This is an optimization exercise on Yosys and OpenROAD, whose aim is small area, a short achievable clock period and few clock cycles per item, not a production implementation. In this exercise RTL edits were held to simulation tests only and were not proved equivalent to the original. Power and IR drop assume default switching activity.

run a:
// exu_top
module exu_top
(
	input  logic                    clk,
	input  logic                    arst_n_i,
	input  logic                    req_valid_i,
	input  logic [5-1:0]    req_op_i,
	input  logic [32-1:0]    req_opa_i,
	input  logic [32-1:0]    req_opb_i,
	input  logic [5-1:0]  req_rd_i,
	output logic                    wb_valid_o,
	output logic [5-1:0]  wb_rd_o,
	output logic                    wb_we_o,
	output logic [32-1:0]    wb_data_o,
	output logic                    busy_o
);
	localparam int XLEN = 32;
	function automatic logic [26:0] booth9(input logic [18:0] by);
		logic [8:0] one, two, neg;
		for (int i = 0; i < 9; i++)
		begin
			one[i] = by[2*i+1] ^ by[2*i];
			two[i] = (by[2*i+2] & !by[2*i+1] & !by[2*i]) | (!by[2*i+2] & by[2*i+1] & by[2*i]);
			neg[i] = by[2*i+2];
		end
		booth9 = {neg, two, one};
	endfunction
	function automatic logic uses_mul(input logic [5-1:0] op);
		uses_mul = (op == OP_MUL) || (op == OP_MULT) || (op == OP_MULTU);
	endfunction
	logic                   busy_q;
	logic                   v1_q;
	exu_pkg::exu_op_e       op1_q;
	logic [XLEN-1:0]        a1_q;
	logic [XLEN-1:0]        b1_q;
	logic [5-1:0] rd1_q;
	logic                   dv1_q;
	logic                   sd1_q;
	logic                   ms1_q;
	logic                   ml1_q;
	logic                   div_hi_nx;
	logic                   div_lo_nx;
	logic                   v1_nx;
	logic                   rh1_nx;
	logic                   rl1_nx;
	logic                   rh1_q;
	logic                   rl1_q;
	logic                   ml1_nx;
	logic                   mf1_nx;
	logic                   mf1_q;
	logic                   stall;
	logic                   div_hi_run;
	logic                   div_lo_run;
	logic                   p2_q;
	logic                   v2_q;
	logic                   mult2_q;
	assign busy_o = busy_q;
	assign stall  = v1_q && ((rh1_q && div_hi_run) || (rl1_q && div_lo_run) ||
				 (ml1_q && p2_q) || (mf1_q && v2_q && mult2_q));
	assign v1_nx  = stall ? v1_q  : req_valid_i;
	assign rh1_nx = stall ? rh1_q : (req_op_i == OP_MFHI);
	assign rl1_nx = stall ? rl1_q : (req_op_i == OP_MFLO);
	assign ml1_nx = stall ? ml1_q : uses_mul(req_op_i);
  ...
Size in the first run: ~6,900 cells after synthesis, roughly 540 flip-flops, roughly 120 I/O pins, ~53,000 µm² of cells after synthesis.
Settings: LEC_CHECK=0, ABC_AREA=1, CAP_MARGIN=20, CORE_MARGIN=2, CORE_UTILIZATION=65, SLEW_MARGIN=20; clock period 24.0 ns.
standard.sh (not shown) runs the stock make flow with config.mk's settings and CLKGATE_MAP_FILE= SYNTH_SCRIPT=/design/flow/synth_recipe.tcl, a recipe that flattens the netlist after the stock synthesis.
==> flow/flow/run.sh <==
#!/bin/bash
# Layout flow: the standard layout (standard.sh, which runs the standard
# synthesis unchanged) at the design's clock and constraints, with two
# changes to how the layout is optimised:
#  - the input and output port buffers are a plain sky130_fd_sc_hd__buf_4
#    rather than the delay buffer buffer_ports picks by itself (every port
#    still gets its own buffer);
#  - repair_timing keeps working until the setup slack is 18 ns, that is
#    until paths fit in about 6 ns, instead of stopping at any positive slack.
set -euo pipefail
cd "$(dirname "$0")/.."
bash standard.sh \
	"BUFFER_PORTS_ARGS=-buffer_cell sky130_fd_sc_hd__buf_4" \
	SETUP_SLACK_MARGIN=18 \
	finish > standard.log 2>&1
Testbench counts of run a, summed over its fixed seeds: cycles 25,600, ops 24,016.
The following lists how run b was set up differently from run a:
--- a/flow/config.mk
+++ b/flow/config.mk
@@ -9,4 +9,4 @@
 export CAP_MARGIN = 20
 export CORE_MARGIN = 2
-export CORE_UTILIZATION = 65
+export CORE_UTILIZATION = 40
 export SLEW_MARGIN = 20
--- outcome ---
Run b vs run a — number of clock buffers in the layout climbed by a little under 10%
In terms of switching part of the total power, run a and run b differ only marginally.
Relative to run a, the final cell area reported for run b is higher.
Post-layout net count of run b is on par with run a.
Run a -> run b: first-pass GRT wire length increased by a few percent
In the final design statistics, run b uses more standard cells in total than run a.
Run b vs. run a: maximum frequency saw a decrease, minimum clock period now larger, area growth from synthesis to layout rose by 1.9 points, portion of the layout cell area used by non-clock buffers closely matched the old numbers.
Run b has core utilization below what run a had.

[afterwards: timing with drivers on the ports]
No port has a modelled driver above. Below, the same layouts with a new extraction and two added sets of constraints.
Step 1 assumes that a clkbuf_16 drives the clock port and a buf_2 every other input.
Step 2 times the ports against the registers' clock, not the clock port: input delays grow and output delays shrink by t, the midpoint of the rising clock arrivals with the driver on.
a / b / c = no drivers / after step 1 / after step 2; a / b = the first two.
run	t (ns)	slack for setup (ns)	hold WS [ns]	clock arrival spread, ns
run a	0.730	17.956 / 17.883 / 17.608	0.298 / 0.298 / 0.298	0.069 / 0.069
run b	0.759	17.932 / 17.849 / 17.753	0.327 / 0.327 / 0.327	0.073 / 0.072
After both steps setup and hold are still met in every run listed. For run a, which loses most, drivers alone change the setup slack by -0.073 ns; drivers and shift together by -0.348 ns.
